This is an optimization exercise on Yosys and OpenROAD, whose aim is a short achievable clock period and few clock cycles, not a production implementation.
In this exercise RTL edits were held to simulation tests only and were not proved equivalent to the original.
In every run shown here, the design's own scripts or RTL, not TritonCTS, make the clock network.
The clock input has no modelled driver; a real chip could not lean on it and would need a root buffer or a full tree.
Power and IR drop assume default switching activity.

### flow/constraint.sdc
create_clock -name core_clock -period 6.0 [get_ports {i_clk}]
set_input_delay 1.2000 -clock core_clock [delete_from_list [all_inputs] [get_ports {i_clk}]]
set_output_delay 1.2000 -clock core_clock [all_outputs]
set_load 0.01 [all_outputs]
### flow/design.v
package ahb_master_pkg;
    localparam int ADDR_W     = 32;
    localparam int DATA_W     = 32;
    localparam int FIFO_DEPTH = 16;    
    localparam int CNT_W      = 5;
    localparam int BEAT_BYTES = 4;     
    typedef logic [ADDR_W-1:0] addr_t;
    typedef logic [DATA_W-1:0] data_t;
    typedef logic [3:0]        beat_cnt_t;
    typedef logic [CNT_W-1:0]  fifo_cnt_t;
    typedef enum logic [1:0] {
        BURST_SINGLE = 2'd0,
        BURST_INCR4  = 2'd1,
        BURST_INCR8  = 2'd2,
        BURST_INCR16 = 2'd3
    } burst_code_e;
    typedef enum logic [1:0] {
        HTRANS_IDLE   = 2'b00,
        HTRANS_BUSY   = 2'b01,
        HTRANS_NONSEQ = 2'b10,
        HTRANS_SEQ    = 2'b11
    } htrans_e;
    typedef logic [2:0] hburst_t;
    localparam hburst_t HBURST_SINGLE = 3'b000;
    localparam hburst_t HBURST_INCR4  = 3'b011;
    localparam hburst_t HBURST_INCR8  = 3'b101;
    localparam hburst_t HBURST_INCR16 = 3'b111;
    localparam logic [2:0] HSIZE_WORD = 3'b010;
    typedef struct packed {
        addr_t       addr;
        logic        write;     
        burst_code_e burst;
    } ahb_req_t;
    typedef struct packed {
        addr_t      haddr;
        htrans_e    htrans;
        hburst_t    hburst;
        logic [2:0] hsize;
        logic       hwrite;
        logic       hmastlock;
    } ahb_addr_phase_t;
endpackage
module ahb_master (
    input  logic                            i_clk,
    input  logic                            i_reset_n,
    input  logic                            i_req_valid,
    input  ahb_master_pkg::ahb_req_t        i_req,
    input  logic                            i_wdata_valid,
    input  ahb_master_pkg::data_t           i_wdata,
    output logic                            o_rdata_valid,
    output ahb_master_pkg::data_t           o_rdata,
    output logic                            o_busy,
    output logic                            o_err,
    output ahb_master_pkg::ahb_addr_phase_t o_ahb,
    output ahb_master_pkg::data_t           o_hwdata,
    input  ahb_master_pkg::data_t           i_hrdata,
    input  logic                            i_hready,
    input  logic                            i_hresp
);
    localparam int DEPTH = ahb_master_pkg::FIFO_DEPTH;
    ahb_master_pkg::ahb_req_t q0, q1;
    logic       qv0;        
    logic       busy_q;     
    logic       take;
    logic       pop;
    assign take = i_req_valid && !busy_q;
    ahb_master_pkg::htrans_e   htrans_q;
    logic [1:0]                bcode_q;    
    logic                      hwrite_q;
    ahb_master_pkg::beat_cnt_t rem_q;      
    logic                      more_q;     
    logic                      rem1_q;     
    logic [31:10]              hi_q;
    logic [9:2]                lo_q;
    logic [1:0]                a10_q;
    logic                      lo_full_q;  
    logic [31:10]              hi_inc_q;   
    logic                      inc_ok_q;   
    logic [DEPTH-1:0]          credit_q;
    logic                      credit_nz;
    assign credit_nz = credit_q[0];
    logic                    cur_xfer;      
    logic                    head_ok;       
    logic                    nx_start;      
    logic                    nx_seq;        
    ahb_master_pkg::htrans_e nx_htrans;
    logic                    nx_wr_issue;   
    logic [1:0]              hb;
    ahb_master_pkg::addr_t   addr_cur;
    ahb_master_pkg::addr_t   addr_nx;
    assign cur_xfer = htrans_q[1];
    assign head_ok  = qv0 && (!q0.write || credit_nz);
    assign nx_start = !more_q && head_ok;
    assign nx_seq   = more_q && (!hwrite_q || credit_nz) && (inc_ok_q || !lo_full_q);
    assign hb       = q0.burst;
    assign addr_cur = {hi_q, lo_q, a10_q};
    always_comb begin
        if (nx_seq) begin
            nx_htrans = ahb_master_pkg::HTRANS_SEQ;
        end else if (more_q) begin
            nx_htrans = ahb_master_pkg::HTRANS_BUSY;
        end else if (nx_start) begin
            nx_htrans = ahb_master_pkg::HTRANS_NONSEQ;
        end else begin
            nx_htrans = ahb_master_pkg::HTRANS_IDLE;
        end
    end
    always_comb begin
        if (nx_start) begin
            addr_nx = q0.addr;
        end else if (nx_seq) begin
            addr_nx = {lo_full_q ? hi_inc_q : hi_q, lo_q + 8'd1, a10_q};
        end else begin
            addr_nx = addr_cur;
        end
    end
    assign nx_wr_issue = more_q ? (hwrite_q && nx_seq) : (nx_start && q0.write);
    assign pop         = i_hready && nx_start;
    always_ff @(posedge i_clk or negedge i_reset_n) begin
        if (!i_reset_n) begin
            htrans_q <= ahb_master_pkg::HTRANS_IDLE;
            rem_q    <= '0;
            more_q   <= 1'b0;
            rem1_q   <= 1'b0;
        end else if (i_hready) begin
            htrans_q <= nx_htrans;
            if (nx_start) begin
                rem_q  <= {hb == 2'd3, hb[1], hb != 2'd0, hb != 2'd0};
                more_q <= (hb != 2'd0);
                rem1_q <= 1'b0;
            end else if (nx_seq) begin
                rem_q  <= rem_q - ahb_master_pkg::beat_cnt_t'(1);
                more_q <= !rem1_q;
                rem1_q <= (rem_q == 4'd2);
            end
        end
    end
    always_ff @(posedge i_clk) begin
        if (i_hready) begin
            {hi_q, lo_q, a10_q} <= addr_nx;
            if (nx_start) begin
                bcode_q   <= hb;
                hwrite_q  <= q0.write;
                lo_full_q <= (q0.addr[9:2] == 8'hff);
            end else if (nx_seq) begin
                lo_full_q <= (lo_q == 8'hfe);
            end
        end
        hi_inc_q <= hi_q + 22'd1;
    end
    always_ff @(posedge i_clk or negedge i_reset_n) begin
        if (!i_reset_n) begin
            inc_ok_q <= 1'b0;
        end else begin
            inc_ok_q <= !pop;
        end
    end
    ahb_master_pkg::addr_t   haddr_o;
    ahb_master_pkg::hburst_t hburst_nx;
    ahb_master_pkg::hburst_t hburst_o;
    logic                    hwrite_o;
    ahb_master_pkg::htrans_e htrans_o;
    logic                    hlock_o;
    assign hburst_nx = (i_hready && nx_start) ? {hb[1], hb[0], hb != 2'd0}
                                              : {bcode_q[1], bcode_q[0], bcode_q != 2'd0};
    always_ff @(posedge i_clk) begin
        haddr_o  <= i_hready ? addr_nx : addr_cur;
        hburst_o <= hburst_nx;
        hwrite_o <= (i_hready && nx_start) ? q0.write : hwrite_q;
    end
    always_ff @(posedge i_clk or negedge i_reset_n) begin
        if (!i_reset_n) begin
            htrans_o <= ahb_master_pkg::HTRANS_IDLE;
            hlock_o  <= 1'b0;
        end else begin
            htrans_o <= i_hready ? nx_htrans : htrans_q;
            hlock_o  <= i_hready ? (nx_htrans != ahb_master_pkg::HTRANS_IDLE) : (htrans_q != ahb_master_pkg::HTRANS_IDLE);
        end
    end
    always_ff @(posedge i_clk or negedge i_reset_n) begin
        if (!i_reset_n) begin
            qv0    <= 1'b0;
            busy_q <= 1'b0;
        end else begin
            case ({take, pop})
                2'b10: begin
                    qv0    <= 1'b1;
                    busy_q <= qv0;
                end
                2'b01: begin
                    qv0    <= busy_q;
                    busy_q <= 1'b0;
                end
                default: ;
            endcase
        end
    end
    always_ff @(posedge i_clk) begin
        if (pop || !qv0) begin
            q0 <= busy_q ? q1 : i_req;
        end
        if (!busy_q) begin
            q1 <= i_req;
        end
    end
    logic busy_o;
    always_ff @(posedge i_clk or negedge i_reset_n) begin
        if (!i_reset_n) begin
            busy_o <= 1'b0;
        end else begin
            busy_o <= (busy_q && !pop) || (qv0 && take && !pop);
        end
    end
    ahb_master_pkg::data_t mem [DEPTH];
    logic [DEPTH-1:0]      wsel;         
    logic [DEPTH-1:0]      dsel;         
    logic [DEPTH-1:0]      csel;         
    ahb_master_pkg::data_t head_word;
    ahb_master_pkg::data_t cur_word;
    ahb_master_pkg::data_t hwdata_o;
    logic                  wr_acc;       
    logic                  wr_issue;
    logic                  cr_up, cr_dn;
    assign wr_acc   = i_hready && cur_xfer && hwrite_q;
    assign wr_issue = i_hready && nx_wr_issue;
    assign cr_up    = i_wdata_valid && !wr_issue;
    assign cr_dn    = !i_wdata_valid && wr_issue;
    assign csel = {dsel[0], dsel[DEPTH-1:1]};
    always_comb begin
        head_word = '0;
        cur_word  = '0;
        for (int k = 0; k < DEPTH; k++) begin
            head_word = head_word | (mem[k] & {ahb_master_pkg::DATA_W{dsel[k]}});
            cur_word  = cur_word  | (mem[k] & {ahb_master_pkg::DATA_W{csel[k]}});
        end
    end
    always_ff @(posedge i_clk or negedge i_reset_n) begin
        if (!i_reset_n) begin
            wsel     <= DEPTH'(1);
            dsel     <= DEPTH'(1);
            credit_q <= '0;
        end else begin
            if (i_wdata_valid) begin
                wsel <= {wsel[DEPTH-2:0], wsel[DEPTH-1]};
            end
            if (wr_acc) begin
                dsel <= {dsel[DEPTH-2:0], dsel[DEPTH-1]};
            end
            if (cr_up) begin
                credit_q <= {credit_q[DEPTH-2:0], 1'b1};
            end else if (cr_dn) begin
                credit_q <= {1'b0, credit_q[DEPTH-1:1]};
            end
        end
    end
    always_ff @(posedge i_clk) begin
        for (int k = 0; k < DEPTH; k++) begin
            if (i_wdata_valid && wsel[k]) begin
                mem[k] <= i_wdata;
            end
        end
        hwdata_o <= wr_acc ? head_word : cur_word;
    end
    logic                  dvalid_q;
    logic                  dwrite_q;
    logic                  rdv_q;
    logic                  err_q;
    ahb_master_pkg::data_t rdata_q;
    always_ff @(posedge i_clk or negedge i_reset_n) begin
        if (!i_reset_n) begin
            dvalid_q <= 1'b0;
            dwrite_q <= 1'b0;
            rdv_q    <= 1'b0;
            err_q    <= 1'b0;
        end else begin
            if (i_hready) begin
                dvalid_q <= cur_xfer;
                dwrite_q <= hwrite_q;
            end
            rdv_q <= dvalid_q && !dwrite_q && i_hready;
            err_q <= dvalid_q && i_hready && i_hresp;
        end
    end
    always_ff @(posedge i_clk) begin
        rdata_q <= i_hrdata;
    end
    assign o_busy        = busy_o;
    assign o_rdata_valid = rdv_q;
    assign o_rdata       = rdata_q;
    assign o_err         = err_q;
    assign o_hwdata      = hwdata_o;
    assign o_ahb.haddr     = haddr_o;
    assign o_ahb.htrans    = htrans_o;
    assign o_ahb.hburst    = hburst_o;
    assign o_ahb.hsize     = ahb_master_pkg::HSIZE_WORD;
    assign o_ahb.hwrite    = hwrite_o;
    assign o_ahb.hmastlock = hlock_o;
endmodule
### flow/flow/mycts.tcl
# Two-level clock tree, built before (and in place of) TritonCTS.
# The clock port feeds NROOT root buffers; each root feeds the leaf buffers of
# its part of the die; each leaf buffer feeds a compact group of about
# MYCTS_LEAF clock pins, found by recursive median bisection of the pins'
# positions. Then clock_tree_synthesis is turned into a no-op so that the rest
# of ORFS's cts.tcl (legalization, repair_timing) runs as usual.

set clk_port  [expr {[info exists ::env(MYCTS_PORT)] ? $::env(MYCTS_PORT) : "i_clk"}]
set leaf_max  [expr {[info exists ::env(MYCTS_LEAF)] ? $::env(MYCTS_LEAF) : 20}]
set nroot     [expr {[info exists ::env(MYCTS_NROOT)] ? $::env(MYCTS_NROOT) : 4}]
set leaf_cell [expr {[info exists ::env(MYCTS_LEAF_CELL)] ? $::env(MYCTS_LEAF_CELL) : "sky130_fd_sc_hd__clkbuf_16"}]
set root_cell [expr {[info exists ::env(MYCTS_ROOT_CELL)] ? $::env(MYCTS_ROOT_CELL) : "sky130_fd_sc_hd__buf_16"}]

set db    [ord::get_db]
set block [ord::get_db_block]
set clk   [$block findNet $clk_port]

# Sinks: {x y iterm}
set sinks {}
foreach it [$clk getITerms] {
  set xy [$it getAvgXY]
  lappend sinks [list [lindex $xy 1] [lindex $xy 2] $it]
}
puts "MYCTS: [llength $sinks] sinks on $clk_port"

# Split a list of points into ng groups of near-equal size, by cuts along the
# longer side of their bounding box
proc bisect {pts ng} {
  if {$ng <= 1} { return [list $pts] }
  set xs [lmap p $pts {lindex $p 0}]
  set ys [lmap p $pts {lindex $p 1}]
  set dx [expr {[tcl::mathfunc::max {*}$xs] - [tcl::mathfunc::min {*}$xs]}]
  set dy [expr {[tcl::mathfunc::max {*}$ys] - [tcl::mathfunc::min {*}$ys]}]
  set k [expr {$dx >= $dy ? 0 : 1}]
  set s [lsort -integer -index $k $pts]
  set n1 [expr {$ng / 2}]
  set h [expr {int(round(double([llength $s]) * $n1 / $ng))}]
  return [concat [bisect [lrange $s 0 [expr {$h - 1}]] $n1] [bisect [lrange $s $h end] [expr {$ng - $n1}]]]
}

proc centroid {pts} {
  set sx 0; set sy 0
  foreach p $pts { set sx [expr {$sx + [lindex $p 0]}]; set sy [expr {$sy + [lindex $p 1]}] }
  set n [llength $pts]
  return [list [expr {$sx / $n}] [expr {$sy / $n}]]
}

proc place_at {inst xy} {
  set m [$inst getMaster]
  set x [expr {int([lindex $xy 0] - [$m getWidth] / 2)}]
  set y [expr {int([lindex $xy 1] - [$m getHeight] / 2)}]
  $inst setLocation $x $y
  $inst setPlacementStatus PLACED
}

# Leaf groups of at most leaf_max sinks
set n [llength $sinks]
set nleaf [expr {int(ceil(double($n) / $leaf_max))}]
set groups [bisect $sinks $nleaf]
puts "MYCTS: [llength $groups] leaf groups of up to [tcl::mathfunc::max {*}[lmap g $groups {llength $g}]] sinks"

set leaf_master [$db findMaster $leaf_cell]
set root_master [$db findMaster $root_cell]

# Leaves
set leaves {}
set i 0
foreach g $groups {
  set name "mycts_leaf_$i"
  set inst [odb::dbInst_create $block $leaf_master $name]
  set net  [odb::dbNet_create $block "mycts_leaf_net_$i"]
  $net setSigType CLOCK
  foreach p $g {
    set it [lindex $p 2]
    $it disconnect
    $it connect $net
  }
  [$inst findITerm X] connect $net
  set c [centroid $g]
  place_at $inst $c
  lappend leaves [list {*}$c $inst]
  incr i
}

# Roots: one per part of the leaves
set rgroups [bisect $leaves $nroot]
set i 0
foreach g $rgroups {
  set inst [odb::dbInst_create $block $root_master "mycts_root_$i"]
  set net  [odb::dbNet_create $block "mycts_root_net_$i"]
  $net setSigType CLOCK
  foreach p $g {
    [[lindex $p 2] findITerm A] connect $net
  }
  [$inst findITerm X] connect $net
  [$inst findITerm A] connect $clk
  place_at $inst [centroid $g]
  incr i
}
$clk setSigType CLOCK
puts "MYCTS: [llength $rgroups] roots on $clk_port"

# Leave the rest of cts.tcl to run as usual
rename clock_tree_synthesis tcts_clock_tree_synthesis
proc clock_tree_synthesis {args} {
  puts "MYCTS: clock_tree_synthesis $args skipped, tree built by mycts.tcl"
  set_propagated_clock [all_clocks]
}
proc repair_clock_inverters {args} {}
### flow/standard.sh
#!/bin/bash
# synth_recipe.tcl (not shown) runs the flow's synth.tcl, then flattens the netlist and writes it again
# the make line also repeats each setting of config.mk as NAME=value (left out here)
make -C /OpenROAD-flow-scripts/flow DESIGN_CONFIG=/design/flow/config.mk WORK_HOME=/design/flow/orfs CLKGATE_MAP_FILE= SYNTH_SCRIPT=/design/flow/synth_recipe.tcl "${@:-finish}"
### flow/flow/run.sh
#!/bin/bash
# The standard layout, except for the clock tree: flow/mycts.tcl builds a
# two-level tree (the clock port feeds 4 root buf_16, each of
# which feeds the clkbuf_16 leaf buffers of its part of the die, each
# leaf feeding at most 20 flip-flops) in place of TritonCTS's
# three-level H-tree. Everything else, synthesis included, is standard.sh.
set -euo pipefail
cd "$(dirname "$0")/.."
export PRE_CTS_TCL="$PWD/flow/mycts.tcl"
bash standard.sh finish > standard.log 2>&1
### flow/config.mk
export PLATFORM = sky130hd
export DESIGN_NAME = ahb_master
export DESIGN_NICKNAME = ahb_master
export VERILOG_FILES = /design/flow/design.v
export SDC_FILE = /design/flow/constraint.sdc
export NUM_CORES = 4
export LEC_CHECK = 0
export ABC_CLOCK_PERIOD_IN_PS = 1500
export CAP_MARGIN = 20
export CORE_MARGIN = 2
export CORE_UTILIZATION = 40
export SETUP_SLACK_MARGIN = 4.5
export SLEW_MARGIN = 20
==> flow_summary.ini, run 1 <==
[status]
outcome = finished clean

[route]
detail-route-antenna-nets = 0
final_wirelength_um = 130400
num_vias = 24510
via_per_inst = 6.800
drt_iter0_drc = 3768
route.detailed.wl_per_inst_um = 36.19
drtPass1Iterations = 6
remaining_drc_errors = 0

[sta]
finalCritPeriodShare_pct = 38.64
finalHoldViolCount = 0
slew_at_the_pin_closest_to_its_max_slew_limit_ns = 0.6001
finalWorstSetupSlack_ns = 3.682
worst_clk_skew_ns = 0.03068
final-max-slew-violation-count = 0
worst_slew_margin_rel_pct = 59.99
clock.fmax_mhz = 431.3
finalCriticalPeriod_ns = 2.318
setup_viol = 0
rsz0062_at_grt = yes
setup-tns-final_ns = 0

[synth]
post-synth-top-area-cell = sky130_fd_sc_hd__edfxtp_1
ys_seq_area_share_pct = 69.89
postSynthCellCount = 2052
synth-edff-count = 583
synth.cells.most_frequent = sky130_fd_sc_hd__edfxtp_1, sky130_fd_sc_hd__a22o_1, sky130_fd_sc_hd__a221oi_1, sky130_fd_sc_hd__dfxtp_1, sky130_fd_sc_hd__mux2_2
synthesis.area_um2 = 31880
postSynthRegisterBits = 805
synth_top_flop_cell = sky130_fd_sc_hd__edfxtp_1
netlist_top_cells_area = sky130_fd_sc_hd__edfxtp_1, sky130_fd_sc_hd__dfxtp_1, sky130_fd_sc_hd__a22o_1
post_synth.cell_area_avg_um2 = 15.54
synth_async_sr_flop_share_pct = 8.075
synth_warnings = 2
cell_variety_after_synth = 65
netlist.area_leader.share_pct = 54.92
synth.most_common_cell = sky130_fd_sc_hd__edfxtp_1

[power_and_ir_drop]
leakage_uw = 0.01619
pwr-share-comb_pct = 28.2
p_sw_uw = 4215
power_density_nw_per_um2 = 322.2
internal_power_uw = 10260
switching_share_pct = 29.13
seq_power_share_pct = 50.4
clock_power_share_pct = 21.4
vdd_drop_max_mv = 0.3314

[placed_design]
port_buffers = 210
pre_cts_ws_ns = 2.703
post-dp-hpwl_um = 43640
gpl.final_weighted_congestion = 0.8192
placed_cells_incl_taps = 3160

[floorplanning]
floorplan.core_area_um2 = 79000
start_util_pct = 40.35
floorplan.io_pins = 214
die_width_um = 286.3
die_area_um2 = 81970
placement_rows = 103
fp.dieH_um = 286.3

[setup_path]
regToRegEndpoint = hwdata_o[14]$_DFF_P_
endpoint_kind_of_the_worst_setup_timing_path = register
critical_path.startpoint = dsel[5]$_DFFE_PN0P_
ff2ff_path_depth = 5
worst-path-max-fanout = 15
worst-endpoint-arrival_ns = 2.60
start_kind = register
crit_end = hwdata_o[14]$_DFF_P_
ff2ff_setup_slack_ns = 3.68
required_time_of_the_worst_setup_path_ns = 6.28
path_class = register to register
r2r-start = dsel[5]$_DFFE_PN0P_

[min_path]
min_path_type = register to register
hold_depth = 1

[final_layout]
flow.area_growth_from_synthesis_pct = 40.87
layout-drive-gt1-share_pct = 44.92
num-fill-cells = 5702
finish.net_count = 2663
instances_no_fill = 3604

[clock_network]
clk_latency_ns = 0.41
cts_hold_buffers = 0
post_cts_clock_slew_at_the_launch_and_capture_registers_of_the_worst_setup_and_hold_paths_ns = 0.09

[grt]
grt-ovfl-total = 0
antenna_violations_before_repair = 11
global_route.usage.total_pct = 29.36
number_of_global_route_vias_before_repair = 23920
grt_pass1_wl_um = 174300
grt_max_degree = 67

[run]
drv.max_cap_violation_count = 0
## cells by family after synthesis
family                     count (synthesis)  share of synthesized area, %
and+or+nand+nor                          268                         4.663
muxes                                    125                         4.400
adders and majority gates                  7                        0.2747
other                                      2                       0.02356
buffers and inverters                    180                         3.144
DFF                                      805                         69.89
xor gates and xnor gates                  25                        0.6869
AOI/OAI and AO/OA                        640                         16.92
## layout by cell type, fill, tap and decap left out, types with 10 or more instances in the layout
master / count
sky130_fd_sc_hd__mux2_2: 19
sky130_fd_sc_hd__a22oi_2: 17
sky130_fd_sc_hd__buf_16: 86
sky130_fd_sc_hd__nor2_1: 27
sky130_fd_sc_hd__a221oi_1: 125
sky130_fd_sc_hd__nand2_1: 48
sky130_fd_sc_hd__clkdlybuf4s15_2: 32
sky130_fd_sc_hd__dfrtp_1: 45
sky130_fd_sc_hd__inv_1: 10
sky130_fd_sc_hd__mux2i_1: 13
sky130_fd_sc_hd__edfxtp_1: 583
sky130_fd_sc_hd__clkbuf_2: 12
sky130_fd_sc_hd__a31oi_1: 19
sky130_fd_sc_hd__clkbuf_16: 46
sky130_fd_sc_hd__xnor2_1: 17
sky130_fd_sc_hd__clkdlybuf4s15_1: 20
sky130_fd_sc_hd__buf_12: 127
sky130_fd_sc_hd__nand2_2: 22
sky130_fd_sc_hd__buf_4: 77
sky130_fd_sc_hd__and2_4: 36
sky130_fd_sc_hd__a21oi_1: 12
sky130_fd_sc_hd__a22o_1: 257
sky130_fd_sc_hd__buf_6: 175
sky130_fd_sc_hd__nand2_4: 17
sky130_fd_sc_hd__a221oi_2: 128
sky130_fd_sc_hd__o2bb2ai_2: 18
sky130_fd_sc_hd__o21ai_1: 11
sky130_fd_sc_hd__mux2_4: 89
sky130_fd_sc_hd__dfrtp_4: 13
sky130_fd_sc_hd__clkdlybuf4s50_1: 33
sky130_fd_sc_hd__dfxtp_2: 94
sky130_fd_sc_hd__nand4_1: 72
sky130_fd_sc_hd__o21ai_2: 10
sky130_fd_sc_hd__buf_8: 11
sky130_fd_sc_hd__dfxtp_1: 57
## state kept, by name, indices dropped and copies added (netlist names), 3 cells and up
register  flops
hi_inc_q     22
hwdata_o     32
q0           35
hburst_o      3
dsel         16
rdata_q      32
haddr_o      32
q1           35
credit_q     16
wsel         16
hi_q         22
rem_q         4
lo_q          8
mem         512
## per-layer routing
metal | wire [um] | GRT usage (%)
met1 | 44150 | 36.68
met2 | 57380 | 45.45
met3 | 18630 | 9.173
met4 | 10120 | 16.23
met5 | 164 | 0
## stage by stage
| stage | hold WS (ns) | util, % | total power [uW] | cell area [um^2] |
|---|---|---|---|---|
| 5_1_grt | 0.4659 | 56.83 | 14890 | 44900 |
| 3_3_place_gp | 0.4153 | 44.00 | 9270 | 34760 |
| 4_1_cts | 0.4426 | 54.35 | 13620 | 42930 |
| 6_report | 0.4551 | 56.84 | 14470 | 44910 |
| 3_5_place_dp | 0.4216 | 44.02 | 9362 | 34780 |
| 2_1_floorplan | 0.3966 | - | 8566 | 32380 |
## worst max-delay path: stages (launching register included)
cell,delay (ns)
sky130_fd_sc_hd__dfrtp_4,0.59
sky130_fd_sc_hd__buf_12,0.22
sky130_fd_sc_hd__a22o_1,0.28
sky130_fd_sc_hd__a221oi_2,0.42
sky130_fd_sc_hd__nand4_1,0.30
sky130_fd_sc_hd__mux2_4,0.36
## how the worst min path moves through the flow
stage	from	to	slack, ns
after floorplan	dwrite_q$_DFFE_PN0P_	rdv_q$_DFF_PN0_	0.40
after global placement	dwrite_q$_DFFE_PN0P_	rdv_q$_DFF_PN0_	0.42
after detailed placement	dwrite_q$_DFFE_PN0P_	rdv_q$_DFF_PN0_	0.42
after CTS	dwrite_q$_DFFE_PN0P_	rdv_q$_DFF_PN0_	0.44
after global routing	dwrite_q$_DFFE_PN0P_	rdv_q$_DFF_PN0_	0.47
final	dwrite_q$_DFFE_PN0P_	rdv_q$_DFF_PN0_	0.46
## power groups by stage
stage / sequential, uW / combinational (uW) / clock (uW)
after floorplan: 7190 / 1380 / 0
after global placement: 7290 / 1980 / 0
after detailed placement: 7300 / 2060 / 0
after CTS: 7200 / 3320 / 3110
after global routing: 7340 / 4250 / 3290
final: 7290 / 4080 / 3100
## final cells by class
cell class,count,area (um^2),share of cell area [%]
Timing Repair Buffer,588,8778,19.55
Inverter,13,57.56,0.1282
Antenna cell,5,12.51,0.02786
Sequential cell,805,22470,50.05
Tap cell,1050,1314,2.926
Multi-Input combinational cell,1098,11130,24.79
Buffer,45,1136,2.530
## what timing repair did
item / CTS / global route
hold endpoints to repair: 0 / 0
resized for setup: 1109 / 272
setup buffers: 227 / 63
pin swaps: 89 / 93
endpoints found under the setup margin: 1514 / 877
cloned: 97 / 7
Testbench counts, summed over its fixed seeds: cycles 14,174.
==> run 2: changes to the inputs <==
--- a/flow/config.mk
+++ b/flow/config.mk
@@ -9,5 +9,6 @@
 export CAP_MARGIN = 20
 export CORE_MARGIN = 2
-export CORE_UTILIZATION = 40
+export CORE_UTILIZATION = 55
+export PLACE_DENSITY = 0.7
 export SETUP_SLACK_MARGIN = 4.5
 export SLEW_MARGIN = 20
==> flow_summary.ini, run 2 <==
[clock_network]
cts_hold_buffers = 0
post_cts_clock_slew_at_the_launch_and_capture_registers_of_the_worst_setup_and_hold_paths_ns = 0.10
clk_latency_ns = 0.41

[route]
drt_iter0_drc = 4182
via_per_inst = 7.664
final_wirelength_um = 129600
route.detailed.wl_per_inst_um = 39.32
num_vias = 25250
remaining_drc_errors = 0
drtPass1Iterations = 6
detail-route-antenna-nets = 0

[placed_design]
post-dp-hpwl_um = 42950
gpl.final_weighted_congestion = 0.8497
port_buffers = 210
pre_cts_ws_ns = 2.392
dpl_cell_area_um2 = 34420
placed_cells_incl_taps = 2877

[sta]
worst_clk_skew_ns = 0.04728
worst_slew_margin_rel_pct = 42.73
clock.fmax_mhz = 446.3
final-max-slew-violation-count = 0
setup_viol = 0
finalWorstSetupSlack_ns = 3.760
finalCriticalPeriod_ns = 2.240
slew_at_the_pin_closest_to_its_max_slew_limit_ns = 0.8590
rsz0062_at_grt = yes
finalHoldViolCount = 0
setup-tns-final_ns = 0
finalCritPeriodShare_pct = 37.34

[synth]
postSynthRegisterBits = 805
netlist.area_leader.share_pct = 54.92
muxShareOfSynthArea_pct = 4.400
adder_cell_share_of_the_synthesized_area_pct = 0.2747
synth_top_family_by_area = compound AO/OA/AOI/OAI gates
post-synth-top-area-cell = sky130_fd_sc_hd__edfxtp_1
synthesis.area_um2 = 31880
synth_top_flop_cell = sky130_fd_sc_hd__edfxtp_1
postSynthCellCount = 2052
post_synth.cell_area_avg_um2 = 15.54
synth.most_common_cell = sky130_fd_sc_hd__edfxtp_1
synth_warnings = 2
synth_async_sr_flop_share_pct = 8.075
netlist_top_cells_area = sky130_fd_sc_hd__edfxtp_1, sky130_fd_sc_hd__dfxtp_1, sky130_fd_sc_hd__a22o_1
synth_compound_gate_area_share_pct = 16.92
share_of_synthesized_cell_area_in_and_or_nand_and_nor_gates_pct = 4.663
ys_seq_area_share_pct = 69.89
cell_variety_after_synth = 65
synth-edff-count = 583
synth.cells.most_frequent = sky130_fd_sc_hd__edfxtp_1, sky130_fd_sc_hd__a22o_1, sky130_fd_sc_hd__a221oi_1, sky130_fd_sc_hd__dfxtp_1, sky130_fd_sc_hd__mux2_2
post_synth_xor_area_fraction_pct = 0.6869

[floorplanning]
floorplan.io_pins = 214
fp.dieH_um = 244.8
die_width_um = 244.8
die_area_um2 = 59900
placement_rows = 88
floorplan.core_area_um2 = 57480
start_util_pct = 55.46

[final_layout]
final_common_cell = sky130_fd_sc_hd__edfxtp_1
top_flop_regs = mem x512, q0 x35, q1 x35
multi_input_comb_area_um2 = 10800
register_with_the_most_flip_flops = mem
layout-drive-gt1-share_pct = 41.89
regArea_um2 = 22470
num-fill-cells = 3079
flow.area_growth_from_synthesis_pct = 35.99
instances_no_fill = 3295
finish.net_count = 2642
finish.instance_area_um2 = 43350
largest_register_ff_count = 512
mostFrequentLayoutCells = sky130_fd_sc_hd__edfxtp_1, sky130_fd_sc_hd__a22o_1, sky130_fd_sc_hd__buf_6

[power_and_ir_drop]
power_density_nw_per_um2 = 334.2
p_total_uw = 14490
leakage_uw = 0.01580
vdd_drop_max_mv = 0.3750

[setup_path]
r2r-start = dsel[4]$_DFFE_PN0P_
ff2ff_setup_slack_ns = 3.76
worst-endpoint-arrival_ns = 2.54
required_time_of_the_worst_setup_path_ns = 6.30
worst-path-max-fanout = 11
critical_path.startpoint = dsel[4]$_DFFE_PN0P_
path_class = register to register
endpoint_kind_of_the_worst_setup_timing_path = register
start_kind = register
ff2ff_path_depth = 5

[grt]
antenna_violations_before_repair = 9
grt_max_degree = 67
global_route.usage.total_pct = 37.37
grt_pass1_wl_um = 163100
number_of_global_route_vias_before_repair = 23960
grt-ovfl-total = 0

[min_path]
min_from = q1[29]$_DFF_P_
min_path_type = register to register
hold_depth = 1

[run]
drv.max_cap_violation_count = 0

[status]
outcome = finished clean
[run 2: cell counts after synthesis]
Identical to the previous run, type by type.
[run 2: path summary, 6_finish.rpt]
check                                        to
max                         hwdata_o[4]$_DFF_P_
min                              q1[29]$_DFF_P_
max reg2reg                 hwdata_o[4]$_DFF_P_
min reg2reg                      q1[29]$_DFF_P_
max in group asynchronous  dsel[15]$_DFFE_PN0P_
min in group asynchronous   dsel[8]$_DFFE_PN0P_
[run 2: logic make-up after synthesis]
logic type      Yosys count
fa+ha+maj                 7
flops                   805
compound gates          640
mux                     125
buf+inv                 180
xor+xnor                 25
simple gates            268
other cells               2
[run 2: metrics by stage]
step | hold WS (ns) | utilization (%)
2_1_floorplan | 0.3966 | -
3_3_place_gp | 0.4545 | 59.89
3_5_place_dp | 0.4601 | 59.89
4_1_cts | 0.4769 | 71.42
5_1_grt | 0.4881 | 75.42
6_report | 0.4800 | 75.42
[run 2: repair_timing]
action	CTS	global route
setup endpoints to repair	1514	920
pin swaps	37	83
gates resized for setup	1038	296
setup buffers	234	58
gates cloned	59	20
[run 2: power by group]
| part | internal [uW] | total [uW] | leakage [uW] | switching (uW) |
|---|---|---|---|---|
| Sequential | 6740 | 7310 | 0.00742 | 568 |
| Clock | 1370 | 3130 | 0.000556 | 1760 |
| Combinational | 2070 | 4050 | 0.00783 | 1980 |
| Total | 10200 | 14500 | 0.0158 | 4310 |
[run 2: critical path, cell delays in order (launching register included)]
cell and delay, ns:
sky130_fd_sc_hd__dfrtp_4 0.62, sky130_fd_sc_hd__buf_6 0.19, sky130_fd_sc_hd__buf_16 0.18, sky130_fd_sc_hd__a221oi_4 0.55
sky130_fd_sc_hd__nand4_1 0.23, sky130_fd_sc_hd__mux2_4 0.34
[run 2: layer usage]
metal	vias to the layer above	global-route usage [%]	share of wire, %	wire length [um]
li1	9474	-	-	-
met1	12210	46.03	31	40040
met2	2712	57.59	43	56290
met3	843	11.14	16	20450
met4	12	24.37	9.8	12710
met5	-	0	0.059	76
[run 2: layout make-up]
| class | count | area share, % |
|---|---|---|
| Timing Repair Buffer | 569 | 18.26 |
| Multi-Input combinational cell | 1095 | 24.92 |
| Antenna cell | 2 | 0.01155 |
| Sequential cell | 805 | 51.83 |
| Inverter | 13 | 0.1385 |
| Timing Repair inverter | 1 | 0.01732 |
| Buffer | 45 | 2.621 |
| Tap cell | 765 | 2.208 |
==> run 3: changes to the inputs <==
--- a/flow/design.v
+++ b/flow/design.v
@@ -65,5 +65,5 @@
     logic       pop;
     assign take = i_req_valid && !busy_q;
-    ahb_master_pkg::htrans_e   htrans_q;
+    logic                      xfer_q;     
     logic [1:0]                bcode_q;    
     logic                      hwrite_q;
@@ -89,5 +89,5 @@
     ahb_master_pkg::addr_t   addr_cur;
     ahb_master_pkg::addr_t   addr_nx;
-    assign cur_xfer = htrans_q[1];
+    assign cur_xfer = xfer_q;
     assign head_ok  = qv0 && (!q0.write || credit_nz);
     assign nx_start = !more_q && head_ok;
@@ -119,10 +119,10 @@
     always_ff @(posedge i_clk or negedge i_reset_n) begin
         if (!i_reset_n) begin
-            htrans_q <= ahb_master_pkg::HTRANS_IDLE;
+            xfer_q   <= 1'b0;
             rem_q    <= '0;
             more_q   <= 1'b0;
             rem1_q   <= 1'b0;
         end else if (i_hready) begin
-            htrans_q <= nx_htrans;
+            xfer_q   <= nx_seq || nx_start;
             if (nx_start) begin
                 rem_q  <= {hb == 2'd3, hb[1], hb != 2'd0, hb != 2'd0};
@@ -174,6 +174,8 @@
             hlock_o  <= 1'b0;
         end else begin
-            htrans_o <= i_hready ? nx_htrans : htrans_q;
-            hlock_o  <= i_hready ? (nx_htrans != ahb_master_pkg::HTRANS_IDLE) : (htrans_q != ahb_master_pkg::HTRANS_IDLE);
+            if (i_hready) begin
+                htrans_o <= nx_htrans;
+                hlock_o  <= (nx_htrans != ahb_master_pkg::HTRANS_IDLE);
+            end
         end
     end
@@ -226,5 +228,4 @@
     assign cr_up    = i_wdata_valid && !wr_issue;
     assign cr_dn    = !i_wdata_valid && wr_issue;
-    assign csel = {dsel[0], dsel[DEPTH-1:1]};
     always_comb begin
         head_word = '0;
@@ -239,4 +240,5 @@
             wsel     <= DEPTH'(1);
             dsel     <= DEPTH'(1);
+            csel     <= DEPTH'(1) << (DEPTH - 1);
             credit_q <= '0;
         end else begin
@@ -246,4 +248,5 @@
             if (wr_acc) begin
                 dsel <= {dsel[DEPTH-2:0], dsel[DEPTH-1]};
+                csel <= {csel[DEPTH-2:0], csel[DEPTH-1]};
             end
             if (cr_up) begin
--- a/flow/config.mk
+++ b/flow/config.mk
@@ -10,5 +10,4 @@
 export CORE_MARGIN = 2
 export CORE_UTILIZATION = 55
-export PLACE_DENSITY = 0.7
-export SETUP_SLACK_MARGIN = 4.5
+export SETUP_SLACK_MARGIN = 4.0
 export SLEW_MARGIN = 20
==> flow_summary.ini, run 3 <==
[final_layout]
finish.net_count = 2394
register_with_the_most_flip_flops = mem
mostFrequentLayoutCells = sky130_fd_sc_hd__edfxtp_1, sky130_fd_sc_hd__a22o_1, sky130_fd_sc_hd__a221oi_1
layout-drive-gt1-share_pct = 22.32
post-route-util_pct = 63.92
final_common_cell = sky130_fd_sc_hd__edfxtp_1
largest_register_ff_count = 512
flow.area_growth_from_synthesis_pct = 14.31
top_flop_regs = mem x512, q0 x35, q1 x35
num-fill-cells = 4327

[floorplanning]
floorplan.io_pins = 214
fp.dieH_um = 246.7
placement_rows = 88
die_area_um2 = 60850
die_width_um = 246.7
start_util_pct = 55.92
floorplan.core_area_um2 = 57920

[synth]
postSynthCellCount = 2107
netlist_top_cells_area = sky130_fd_sc_hd__edfxtp_1, sky130_fd_sc_hd__dfxtp_1, sky130_fd_sc_hd__a22o_1
synth_async_sr_flop_share_pct = 9.976
cell_variety_after_synth = 61
post_synth.cell_area_avg_um2 = 15.37
postSynthRegisterBits = 822
synth_warnings = 2
post-synth-top-area-cell = sky130_fd_sc_hd__edfxtp_1
netlist.area_leader.share_pct = 54.05
synth-edff-count = 583
synth.most_common_cell = sky130_fd_sc_hd__edfxtp_1
ys_seq_area_share_pct = 70.10
synth_top_flop_cell = sky130_fd_sc_hd__edfxtp_1
synthesis.area_um2 = 32390
synth.cells.most_frequent = sky130_fd_sc_hd__edfxtp_1, sky130_fd_sc_hd__a22o_1, sky130_fd_sc_hd__a221oi_1, sky130_fd_sc_hd__dfxtp_1, sky130_fd_sc_hd__mux2_2

[setup_path]
path_class = register to primary output
start_kind = register
r2r-start = dsel[14]$_DFFE_PN0P_
crit_path_max_incr_delay_ns = 0.42
worst-endpoint-arrival_ns = 0.94
endpoint_kind_of_the_worst_setup_timing_path = primary output
worst-path-max-fanout = 2
path_delay_family = flip-flops
critical_path.startpoint = htrans_o[1]$_DFFE_PN0P_
required_time_of_the_worst_setup_path_ns = 4.80
cp_cell_sequence = buf_6
critical_path.n_buffers_inverters = 1
critical-path-slowest-cell = sky130_fd_sc_hd__dfrtp_1

[route]
route.detailed.wl_per_inst_um = 33.37
num_vias = 21870
final_wirelength_um = 101600
remaining_drc_errors = 0
detail-route-antenna-nets = 0
drt_iter0_drc = 3051
drtPass1Iterations = 6
via_per_inst = 7.180

[sta]
rsz0062_at_grt = yes
finalCriticalPeriod_ns = 2.136
setup_viol = 0
finalHoldViolCount = 0
final-max-slew-violation-count = 0
final.hold.worst_slack_ns = 0.4458
setup-tns-final_ns = 0
worst_slew_margin_rel_pct = 49.36
slew_at_the_pin_closest_to_its_max_slew_limit_ns = 0.7595
finalCritPeriodShare_pct = 35.61
clock.fmax_mhz = 468.1
worst_clk_skew_ns = 0.03488

[min_path]
min_path_type = register to register
min_from = dwrite_q$_DFFE_PN0P_

[grt]
grt_pass1_wl_um = 146700
global_route.usage.total_pct = 32.98
grt-ovfl-total = 0
antenna_violations_before_repair = 4
number_of_global_route_vias_before_repair = 21850
grt_max_degree = 55

[status]
outcome = finished clean

[run]
drv.max_cap_violation_count = 0

[placed_design]
gpl.final_weighted_congestion = 0.8802
post-dp-hpwl_um = 51710
port_buffers = 210

[power_and_ir_drop]
vdd_drop_max_mv = 0.3582
power_density_nw_per_um2 = 339.1
leakage_uw = 0.01289

[clock_network]
post_cts_clock_slew_at_the_launch_and_capture_registers_of_the_worst_setup_and_hold_paths_ns = 0.08
clk_latency_ns = 0.40
run 3: path summary, 6_finish.rpt:
| path | to | slack [ns] | depth (start not counted) |
|---|---|---|---|
| worst max register to register | hwdata_o[10]$_DFF_P_ | 4.02 | 5 |
| min in group asynchronous | credit_q[8]$_DFFE_PN0P_ | 0.73 | 1 |
| worst min register to register | rdv_q$_DFF_PN0_ | 0.45 | 1 |
| worst min-delay path | rdv_q$_DFF_PN0_ | 0.45 | 1 |
| max in group asynchronous | dsel[3]$_DFFE_PN0P_ | 4.32 | 2 |
| worst max-delay path | o_ahb[9] | 3.86 | 1 |
run 3: area by class of cell:
class / count / area, um^2 / area share (%)
diodes: 1 / 2.502 / 0.006759
plain buffers: 46 / 1161 / 3.136
inverters: 17 / 68.82 / 0.1859
multi-input cells: 1106 / 9115 / 24.62
flip-flops and latches: 822 / 22850 / 61.72
well taps: 765 / 957.2 / 2.585
repair buffers: 289 / 2867 / 7.743
run 3: stage by stage:
stage                     total power (uW)  std cells  setup slack (ns)  cell area [um^2]
after floorplan                       8620       2108             3.730             32620
after global placement                9351       2938             2.427             34960
after detailed placement              9418       2938             2.388             34960
after CTS                            12560       3031             3.840             36640
after global routing                 13080       3045             3.835             37020
final                                12560       3046             3.864             37020
run 3: repair_timing:
action,CTS,global route
setup endpoints to repair,853,265
cloned,22,0
hold buffers,0,0
gates resized for setup,601,67
buffers inserted,25,14
pin swaps,19,0
run 3: cell families after synthesis:
family                   count (synthesis)  share of synthesized area [%]
flip-flops                             822                          70.10
adder cells (fa/ha/maj)                  7                         0.2704
XOR/XNOR                                25                         0.6760
AND/OR/NAND/NOR                        265                          4.435
other                                    2                        0.02319
multiplexers                           142                          4.871
buffers and inverters                  200                          2.936
AO/OA/AOI/OAI                          644                          16.68
run 3: layer usage:
layer  GRT usage (%)  share of wire, %  routed length [um]  vias to the layer above
met3           6.241                11               11400                      370
li1                -                 -                   -                     8995
met4           14.88               5.2                5318                        6
met1           44.44                37               37700                    10930
met2           52.38                46               47170                     1569
met5               0             0.044                  45                        -
run 3: where the power goes:
| part | total (uW) | leakage, uW | internal [uW] | switching (uW) |
|---|---|---|---|---|
| sequential | 7320 | 0.00764 | 6850 | 467 |
| combinational | 2170 | 0.00468 | 1050 | 1130 |
| clock | 3060 | 0.000568 | 1390 | 1670 |
| total | 12600 | 0.0129 | 9290 | 3270 |
Testbench counts of run 3, summed over its fixed seeds: cycles 14,174.
==> run 4: changes to the inputs <==
--- a/flow/config.mk
+++ b/flow/config.mk
@@ -9,5 +9,5 @@
 export CAP_MARGIN = 20
 export CORE_MARGIN = 2
-export CORE_UTILIZATION = 55
+export CORE_UTILIZATION = 40
 export SETUP_SLACK_MARGIN = 4.0
 export SLEW_MARGIN = 20
==> flow_summary.ini, run 4 <==
[route]
detail-route-antenna-nets = 0
drtPass1Iterations = 6
via_per_inst = 6.601
remaining_drc_errors = 0
route.detailed.wl_per_inst_um = 31.37
final_wirelength_um = 106700
num_vias = 22440
drt_iter0_drc = 3233

[final_layout]
register_with_the_most_flip_flops = mem
top_flop_regs = mem x512, q0 x35, q1 x35
mostFrequentLayoutCells = sky130_fd_sc_hd__edfxtp_1, sky130_fd_sc_hd__a22o_1, sky130_fd_sc_hd__a221oi_1
num_antenna_cells = 0
final_common_cell = sky130_fd_sc_hd__edfxtp_1
finish.net_count = 2454
instances_no_fill = 3400
flow.area_growth_from_synthesis_pct = 18.80
largest_register_ff_count = 512
layout-drive-gt1-share_pct = 24.32
post-route-util_pct = 47.93

[setup_path]
crit_path_max_incr_delay_ns = 0.43
endpoint_kind_of_the_worst_setup_timing_path = primary output
ff2ff_path_depth = 5
critical-path-slowest-cell = sky130_fd_sc_hd__dfrtp_1
cp_cell_sequence = buf_2
critical_path.n_buffers_inverters = 1
worst-path-max-fanout = 2
number_of_logic_stages_on_the_critical_path_including_buffering = 1
path_delay_family = flip-flops
start_kind = register
worst-endpoint-arrival_ns = 0.97
path_class = register to primary output
required_time_of_the_worst_setup_path_ns = 4.80

[sta]
worst_clk_skew_ns = 0.03105
finalCritPeriodShare_pct = 36.25
slew_at_the_pin_closest_to_its_max_slew_limit_ns = 0.8802
final-max-slew-violation-count = 0
clock.fmax_mhz = 459.8
setup_viol = 0
rsz0062_at_grt = yes
finalHoldViolCount = 0
worst_slew_margin_rel_pct = 39.80
setup-tns-final_ns = 0
finalCriticalPeriod_ns = 2.175

[synth]
synth-edff-count = 583
postSynthRegisterBits = 822
cell_variety_after_synth = 61
netlist.area_leader.share_pct = 54.05
post-synth-top-area-cell = sky130_fd_sc_hd__edfxtp_1
synth_warnings = 2
ys_seq_area_share_pct = 70.10
synth.cells.most_frequent = sky130_fd_sc_hd__edfxtp_1, sky130_fd_sc_hd__a22o_1, sky130_fd_sc_hd__a221oi_1, sky130_fd_sc_hd__dfxtp_1, sky130_fd_sc_hd__mux2_2
synthesis.area_um2 = 32390
synth.most_common_cell = sky130_fd_sc_hd__edfxtp_1
post_synth.cell_area_avg_um2 = 15.37
postSynthCellCount = 2107
synth_top_flop_cell = sky130_fd_sc_hd__edfxtp_1
netlist_top_cells_area = sky130_fd_sc_hd__edfxtp_1, sky130_fd_sc_hd__dfxtp_1, sky130_fd_sc_hd__a22o_1
synth_async_sr_flop_share_pct = 9.976

[clock_network]
cts_hold_buffers = 0
clk_latency_ns = 0.40
post_cts_clock_slew_at_the_launch_and_capture_registers_of_the_worst_setup_and_hold_paths_ns = 0.08

[floorplanning]
start_util_pct = 40.34
die_area_um2 = 83260
floorplan.core_area_um2 = 80290
die_width_um = 288.6
fp.dieH_um = 288.6
floorplan.io_pins = 214
placement_rows = 104

[placed_design]
post-dp-hpwl_um = 52470
port_buffers = 210
gpl.final_weighted_congestion = 0.8448
placed_cells_incl_taps = 3234

[status]
outcome = finished clean

[power_and_ir_drop]
power_density_nw_per_um2 = 328.4
vdd_drop_max_mv = 0.2451
leakage_uw = 0.01339
p_total_uw = 12640

[grt]
antenna_violations_before_repair = 4
grt_pass1_wl_um = 151000
grt-ovfl-total = 0
number_of_global_route_vias_before_repair = 22240
grt_max_degree = 77
global_route.usage.total_pct = 24.72

[min_path]
hold_depth = 1
min_path_type = register to register

[run]
drv.max_cap_violation_count = 0
-- run 4: path summary, 6_finish.rpt --
check,start,endpoint,slack (ns)
worst max-delay path,htrans_o[1]$_DFFE_PN0P_,o_ahb[9],3.83
worst min-delay path,dwrite_q$_DFFE_PN0P_,rdv_q$_DFF_PN0_,0.45
worst max register to register,csel[3]$_DFFE_PN0P_,hwdata_o[4]$_DFF_P_,4.02
worst min register to register,dwrite_q$_DFFE_PN0P_,rdv_q$_DFF_PN0_,0.45
max in group asynchronous,i_reset_n,csel[1]$_DFFE_PN0P_,4.34
min in group asynchronous,i_reset_n,wsel[6]$_DFFE_PN0P_,0.61
-- run 4: layout make-up --
| type | instances | area [um^2] |
|---|---|---|
| Sequential cell | 822 | 22860 |
| Buffer | 46 | 1161 |
| Tap cell | 1060 | 1326 |
| Multi-Input combinational cell | 1105 | 9059 |
| Inverter | 17 | 66.31 |
| Timing Repair Buffer | 350 | 4008 |
| Fill cell | 6747 | 41810 |
-- run 4: logic make-up (layout without fill, tap and decap cells) --
kind of cell	count (synthesis)	after routing	synth area share [%]
other	2	3	0.02319
multiplexers	142	142	4.871
flip-flops	822	822	70.10
AND/OR/NAND/NOR	265	283	4.435
adder cells (fa/ha/maj)	7	7	0.2704
buffers and inverters	200	413	2.936
XOR/XNOR	25	25	0.6760
AO/OA/AOI/OAI	644	645	16.68
-- run 4: stage by stage --
step           area [um^2]  hold slack (ns)  worst slack (ns)
3_5_place_dp         35350           0.4145             2.815
4_1_cts              38110           0.4396             3.796
2_1_floorplan        32620           0.3969             3.730
6_report             38480           0.4499             3.825
3_3_place_gp         35330           0.4199             2.815
5_1_grt              38480           0.4666             3.785
-- run 4: layer usage --
layer	global-route usage, %	up-vias	wire length (um)
met4	9.365	8	5041
met2	38.53	1728	47780
met1	33.85	11220	40340
met5	0	-	59
li1	-	9112	-
met3	5.545	373	13430
-- run 4: power breakdown --
| part | switching, uW | internal (uW) |
|---|---|---|
| logic | 1140 | 1070 |
| registers | 474 | 6850 |
| clock network | 1700 | 1390 |
| total | 3320 | 9320 |
-- run 4: what timing repair did --
| item | 4_1_cts | 5_1_grt |
|---|---|---|
| gates cloned | 23 | 1 |
| pin swaps | 29 | 0 |
| endpoints found under the setup margin | 849 | 394 |
| gates resized for setup | 622 | 57 |
| setup buffers | 74 | 22 |
==> run 5: changes to the inputs <==
--- a/flow/config.mk
+++ b/flow/config.mk
@@ -9,5 +9,5 @@
 export CAP_MARGIN = 20
 export CORE_MARGIN = 2
-export CORE_UTILIZATION = 40
+export CORE_UTILIZATION = 65
 export SETUP_SLACK_MARGIN = 4.0
 export SLEW_MARGIN = 20
==> flow_summary.ini, run 5 <==
[status]
outcome = finished clean

[floorplanning]
die_area_um2 = 51630
die_width_um = 227.2
floorplan.core_area_um2 = 49050
floorplan.io_pins = 214
fp.dieH_um = 227.2
start_util_pct = 66.03
placement_rows = 81

[route]
final_wirelength_um = 98110
num_vias = 22370
route.detailed.wl_per_inst_um = 33.16
drtPass1Iterations = 6
detail-route-antenna-nets = 0
drt_iter0_drc = 3731
remaining_drc_errors = 0
via_per_inst = 7.559

[synth]
post_synth.cell_area_avg_um2 = 15.37
synth.cells.most_frequent = sky130_fd_sc_hd__edfxtp_1, sky130_fd_sc_hd__a22o_1, sky130_fd_sc_hd__a221oi_1, sky130_fd_sc_hd__dfxtp_1, sky130_fd_sc_hd__mux2_2
synth_async_sr_flop_share_pct = 9.976
synth_warnings = 2
cell_variety_after_synth = 61
synth_top_flop_cell = sky130_fd_sc_hd__edfxtp_1
postSynthCellCount = 2107
netlist_top_cells_area = sky130_fd_sc_hd__edfxtp_1, sky130_fd_sc_hd__dfxtp_1, sky130_fd_sc_hd__a22o_1
post-synth-top-area-cell = sky130_fd_sc_hd__edfxtp_1
ys_seq_area_share_pct = 70.10
netlist.area_leader.share_pct = 54.05
synthesis.area_um2 = 32390
postSynthRegisterBits = 822
synth-edff-count = 583
synth.most_common_cell = sky130_fd_sc_hd__edfxtp_1

[setup_path]
critical_path.n_buffers_inverters = 1
path_delay_family = flip-flops
critical_path.startpoint = hlock_o$_DFFE_PN0P_
number_of_logic_stages_on_the_critical_path_including_buffering = 1
worst-path-max-fanout = 2
path_class = register to primary output
worst-endpoint-arrival_ns = 0.96
ff2ff_path_depth = 5
required_time_of_the_worst_setup_path_ns = 4.80
cp_cell_sequence = buf_2
critical-path-slowest-cell = sky130_fd_sc_hd__dfrtp_1
start_kind = register
endpoint_kind_of_the_worst_setup_timing_path = primary output
r2r-start = csel[11]$_DFFE_PN0P_
crit_path_max_incr_delay_ns = 0.41

[grt]
global_route.usage.total_pct = 37.34
grt-ovfl-total = 0
antenna_violations_before_repair = 4
number_of_global_route_vias_before_repair = 22190
grt_max_degree = 83
grt_pass1_wl_um = 140800

[sta]
setup-tns-final_ns = 0
finalWorstSetupSlack_ns = 3.837
rsz0062_at_grt = yes
finalCriticalPeriod_ns = 2.163
worst_slew_margin_rel_pct = 44.73
clock.fmax_mhz = 462.3
final-max-slew-violation-count = 0
slew_at_the_pin_closest_to_its_max_slew_limit_ns = 0.8291
setup_viol = 0
finalHoldViolCount = 0
finalCritPeriodShare_pct = 36.05
worst_clk_skew_ns = 0.03911

[final_layout]
register_with_the_most_flip_flops = mem
post-route-util_pct = 75.73
layout-drive-gt1-share_pct = 22.53
flow.area_growth_from_synthesis_pct = 14.69
top_flop_regs = mem x512, q0 x35, q1 x35
num_antenna_cells = 0
finish.instance_area_um2 = 37150
finish.net_count = 2409
largest_register_ff_count = 512
mostFrequentLayoutCells = sky130_fd_sc_hd__edfxtp_1, sky130_fd_sc_hd__a22o_1, sky130_fd_sc_hd__a221oi_1
final_common_cell = sky130_fd_sc_hd__edfxtp_1

[power_and_ir_drop]
p_total_uw = 12570
leakage_uw = 0.01303
power_density_nw_per_um2 = 338.4
vdd_drop_max_mv = 0.4524

[clock_network]
post_cts_clock_slew_at_the_launch_and_capture_registers_of_the_worst_setup_and_hold_paths_ns = 0.09
clk_latency_ns = 0.40

[placed_design]
post-dp-hpwl_um = 49320
dpl_cell_area_um2 = 34830
pre_cts_ws_ns = 2.486
gpl.final_weighted_congestion = 0.9120
port_buffers = 210

[min_path]
min_from = dwrite_q$_DFFE_PN0P_
hold_depth = 1
min_path_type = register to register

[run]
drv.max_cap_violation_count = 0
==> run 5: cell counts after synthesis <==
Identical to the previous run, type by type.
==> run 5: cell families (layout without fill, tap and decap cells) <==
| group | count (synthesis) | in the layout | synth area share, % |
|---|---|---|---|
| DFF | 822 | 822 | 70.10 |
| other | 2 | 3 | 0.02319 |
| adders and majority gates | 7 | 7 | 0.2704 |
| muxes | 142 | 142 | 4.871 |
| xor gates and xnor gates | 25 | 25 | 0.6760 |
| buffers and inverters | 200 | 367 | 2.936 |
| and+or+nand+nor | 265 | 284 | 4.435 |
| AOI/OAI and AO/OA | 644 | 645 | 16.68 |
==> run 5: report_power, final <==
group / internal [uW] / leakage (uW) / switching [uW]
Combinational: 1040 / 0.00482 / 1150
Sequential: 6850 / 0.00765 / 470
Clock: 1390 / 0.000568 / 1670
Total: 9280 / 0.0130 / 3290
==> run 5: per-stage QoR <==
| step | std cells | hold WS (ns) |
|---|---|---|
| 2_1_floorplan | 2108 | 0.3969 |
| 3_3_place_gp | 2836 | 0.4352 |
| 3_5_place_dp | 2836 | 0.4472 |
| 4_1_cts | 2930 | 0.4593 |
| 5_1_grt | 2959 | 0.4796 |
| 6_report | 2959 | 0.4494 |
==> run 5: worst register-to-register path: cells and delay by family, from the launching register on <==
kind | cells | cell delay [ns]
AO/OA/AOI/OAI | 2 | 0.58
buffers and inverters | 1 | 0.28
flip-flops | 1 | 0.63
multiplexers | 1 | 0.30
AND/OR/NAND/NOR | 1 | 0.13
==> run 5: routing by layer <==
metal,up-vias,wire [um],global-route usage [%]
met2,2061,44340,58.38
met4,8,5485,17.84
li1,9015,-,-
met5,-,52,0
met1,10830,33930,49.38
met3,450,14310,9.628
==> run 5: worst paths after layout <==
path                                      endpoint  slack [ns]
max                                       o_ahb[0]        3.84
min                                rdv_q$_DFF_PN0_        0.45
max reg2reg                   hwdata_o[22]$_DFF_P_        4.00
min reg2reg                        rdv_q$_DFF_PN0_        0.45
max in group asynchronous     csel[10]$_DFFE_PN0P_        4.45
min in group asynchronous  credit_q[6]$_DFFE_PN0P_        0.86
==> run 5: repair_timing <==
item	4_1_cts	5_1_grt
pin swaps	21	3
cloned	22	2
resized for setup	587	66
setup endpoints to repair	826	422
buffers inserted	26	27
hold buffers	0	0
==> run 5: layout make-up <==
type	instances	area, um^2
Sequential cell	822	22850
Fill cell	3010	11910
Multi-Input combinational cell	1106	9090
Timing Repair Buffer	304	3148
Buffer	46	1161
Tap cell	664	830.8
Inverter	17	71.32
==> run 6: changes to the inputs <==
--- a/flow/design.v
+++ b/flow/design.v
@@ -77,4 +77,6 @@
     logic [31:10]              hi_inc_q;   
     logic                      inc_ok_q;   
+    logic [31:10]              q0_inc_q;   
+    logic                      q0_new_q;   
     logic [DEPTH-1:0]          credit_q;
     logic                      credit_nz;
@@ -147,11 +149,14 @@
             end
         end
-        hi_inc_q <= hi_q + 22'd1;
+        hi_inc_q <= pop ? q0_inc_q : hi_q + 22'd1;
+        q0_inc_q <= q0.addr[31:10] + 22'd1;
     end
     always_ff @(posedge i_clk or negedge i_reset_n) begin
         if (!i_reset_n) begin
             inc_ok_q <= 1'b0;
+            q0_new_q <= 1'b1;
         end else begin
-            inc_ok_q <= !pop;
+            inc_ok_q <= !(pop && q0_new_q);
+            q0_new_q <= pop || !qv0;
         end
     end
--- a/flow/config.mk
+++ b/flow/config.mk
@@ -9,5 +9,5 @@
 export CAP_MARGIN = 20
 export CORE_MARGIN = 2
-export CORE_UTILIZATION = 65
+export CORE_UTILIZATION = 55
 export SETUP_SLACK_MARGIN = 4.0
 export SLEW_MARGIN = 20
==> flow_summary.ini, run 6 <==
[status]
outcome = finished clean

[floorplanning]
die_area_um2 = 62520
start_util_pct = 55.37
floorplan.core_area_um2 = 60130
placement_rows = 90
die_width_um = 250.0
fp.dieH_um = 250.0
floorplan.io_pins = 214

[setup_path]
r2r-start = csel[1]$_DFFE_PN0P_
regToRegEndpoint = hwdata_o[22]$_DFF_P_
critical-path-slowest-cell = sky130_fd_sc_hd__dfrtp_1
critical_path.n_buffers_inverters = 1
worst-path-max-fanout = 2
endpoint_kind_of_the_worst_setup_timing_path = primary output
ff2ff_setup_slack_ns = 3.99
worst-endpoint-arrival_ns = 0.92
start_kind = register
crit_path_max_incr_delay_ns = 0.40
cp_cell_sequence = buf_6
path_delay_family = flip-flops
required_time_of_the_worst_setup_path_ns = 4.80
path_class = register to primary output
ff2ff_path_depth = 5
critical_path.startpoint = htrans_o[0]$_DFFE_PN0P_

[power_and_ir_drop]
power_density_nw_per_um2 = 342.0
vdd_drop_max_mv = 0.3794
p_total_uw = 13530
leakage_uw = 0.01404

[grt]
antenna_violations_before_repair = 4
grt_max_degree = 51
number_of_global_route_vias_before_repair = 23260
grt-ovfl-total = 0
global_route.usage.total_pct = 34.21
grt_pass1_wl_um = 157400

[min_path]
hold_path_end = rdv_q$_DFF_PN0_
min_path_type = register to register
min_from = dwrite_q$_DFFE_PN0P_
hold_depth = 1

[sta]
worst_slew_margin_rel_pct = 48.90
setup_viol = 0
finalHoldViolCount = 0
clock.fmax_mhz = 472.5
worst_clk_skew_ns = 0.03754
finalCritPeriodShare_pct = 35.27
slew_at_the_pin_closest_to_its_max_slew_limit_ns = 0.7665
finalCriticalPeriod_ns = 2.116
setup-tns-final_ns = 0
rsz0062_at_grt = yes
final.hold.worst_slack_ns = 0.4267
final-max-slew-violation-count = 0

[synth]
postSynthCellCount = 2213
synth.cells.most_frequent = sky130_fd_sc_hd__edfxtp_1, sky130_fd_sc_hd__a22o_1, sky130_fd_sc_hd__a221oi_1, sky130_fd_sc_hd__dfxtp_1, sky130_fd_sc_hd__clkbuf_1
netlist_top_cells_area = sky130_fd_sc_hd__edfxtp_1, sky130_fd_sc_hd__dfxtp_1, sky130_fd_sc_hd__a22o_1
synthesis.area_um2 = 33290
netlist.area_leader.share_pct = 52.58
post_synth.cell_area_avg_um2 = 15.04
synth_top_flop_cell = sky130_fd_sc_hd__edfxtp_1
synth_async_sr_flop_share_pct = 9.822
synth.most_common_cell = sky130_fd_sc_hd__edfxtp_1
synth-edff-count = 583
postSynthRegisterBits = 845
synth_warnings = 2
post-synth-top-area-cell = sky130_fd_sc_hd__edfxtp_1
ys_seq_area_share_pct = 69.60
cell_variety_after_synth = 66

[run]
drv.max_cap_violation_count = 0

[final_layout]
instances_no_fill = 3245
num_antenna_cells = 0
finish.net_count = 2578
flow.area_growth_from_synthesis_pct = 18.83
register_with_the_most_flip_flops = mem
largest_register_ff_count = 512
final_common_cell = sky130_fd_sc_hd__edfxtp_1
num-fill-cells = 4254
layout-drive-gt1-share_pct = 24.20
mostFrequentLayoutCells = sky130_fd_sc_hd__edfxtp_1, sky130_fd_sc_hd__a22o_1, sky130_fd_sc_hd__a221oi_1
top_flop_regs = mem x512, q0 x35, q1 x35

[route]
via_per_inst = 7.267
remaining_drc_errors = 0
drt_iter0_drc = 3114
final_wirelength_um = 111000
detail-route-antenna-nets = 0
num_vias = 23580
route.detailed.wl_per_inst_um = 34.21
drtPass1Iterations = 6

[placed_design]
port_buffers = 210
gpl.final_weighted_congestion = 0.8516
placed_cells_incl_taps = 3057
post-dp-hpwl_um = 52740

[clock_network]
clk_latency_ns = 0.40
post_cts_clock_slew_at_the_launch_and_capture_registers_of_the_worst_setup_and_hold_paths_ns = 0.08
==> run 6: cell types whose count changed in the layout (fill, tap and decap cells not counted), sizes merged, moves of 7 or more <==
cell     delta
a2bb2oi    +25
mux2i      +19
a22oi      -25
nand2      -35
o2bb2ai    -23
nor2       +16
nand3      +19
o22ai      +22
and3        +7
a31oi      -12
buf        +62
dfxtp      +22
a21oi      +30
==> run 6: cells by family after synthesis <==
logic type	count (synthesis)	share of synthesized area, %
other	2	0.02256
buffers and inverters	201	2.484
AOI/OAI and AO/OA	669	16.51
and+or+nand+nor	292	4.840
xor gates and xnor gates	33	0.8681
muxes	163	5.378
adders and majority gates	8	0.3007
DFF	845	69.60
==> run 6: report_power, final <==
group	internal [uW]	switching (uW)	leakage, uW
Combinational	1330	1390	0.00561
Sequential	7100	539	0.00786
Clock	1420	1750	0.000581
==> run 6: metrics by stage <==
stage	utilization, %	instance area (um^2)	setup WS (ns)
6_report	65.80	39570	3.884
4_1_cts	64.78	38960	3.864
3_5_place_dp	59.88	36010	2.404
3_3_place_gp	59.88	36010	2.504
2_1_floorplan	-	33590	3.705
5_1_grt	65.80	39570	3.853
==> run 6: area by class of cell <==
type	count	area (um^2)	area share [%]
flip-flops and latches	845	23310	58.92
repair buffers	369	4342	10.97
well taps	782	978.4	2.473
inverters	13	58.81	0.1486
multi-input cells	1189	9689	24.49
plain buffers	47	1186	2.998
==> run 6: how the worst max path moves through the flow <==
| stage | endpoint | slack (ns) | cells past startpoint |
|---|---|---|---|
| CTS | o_ahb[8] | 3.86 | 1 |
| floorplan | credit_q[10]$_DFFE_PN0P_ | 3.70 | 8 |
| detailed placement | haddr_o[31]$_DFF_P_ | 2.40 | 6 |
| global placement | haddr_o[23]$_DFF_P_ | 2.50 | 6 |
| global route | o_ahb[8] | 3.85 | 1 |
| finish | o_ahb[8] | 3.88 | 1 |
==> run 6: repair_timing <==
item | 4_1_cts | 5_1_grt
endpoints found under the setup margin | 881 | 291
hold buffers | 0 | 0
pin swaps | 30 | 6
resized for setup | 613 | 72
gates cloned | 24 | 7
setup buffers | 84 | 26
==> run 6: routing by layer <==
layer	up-vias	wire (um)	global-route usage (%)
met5	-	53	0
li1	9579	-	-
met3	503	14070	7.478
met2	1913	50070	53.82
met1	11580	39070	44.91
met4	8	7737	17.90
Testbench counts of run 6, summed over its fixed seeds: cycles 14,166.

re-timing with driven ports:
The flow's constraints put no driver on any port. The routed layouts listed below were extracted and timed again, unchanged, in two steps. Step 1: set_driving_cell puts a clkbuf_16 on i_clk and a buf_2 on each other input, an assumption about the parent block. Step 2 times the ports against the registers' clock, not the clock port: input delays grow and output delays shrink by t, the midpoint of the rising clock arrivals with the driver on. a / b / c = ideal ports / drivers / drivers and shift; a / b = the first two.
run	shift t [ns]	setup WS [ns]	worst data-port slew with drivers (ns)
run 1	0.553	3.682 / 3.669 / 3.398	0.49
run 2	0.553	3.760 / 3.659 / 3.460	0.35
run 3	0.532	3.864 / 3.715 / 3.548	0.08
run 4	0.530	3.825 / 3.678 / 3.565	0.14
run 5	0.529	3.837 / 3.688 / 3.533	0.15
run 6	0.538	3.884 / 3.731 / 3.448	0.23
After both steps every run listed still meets setup and hold. For run 6, which loses most, drivers alone change the setup slack by -0.153 ns; drivers and shift together by -0.436 ns.
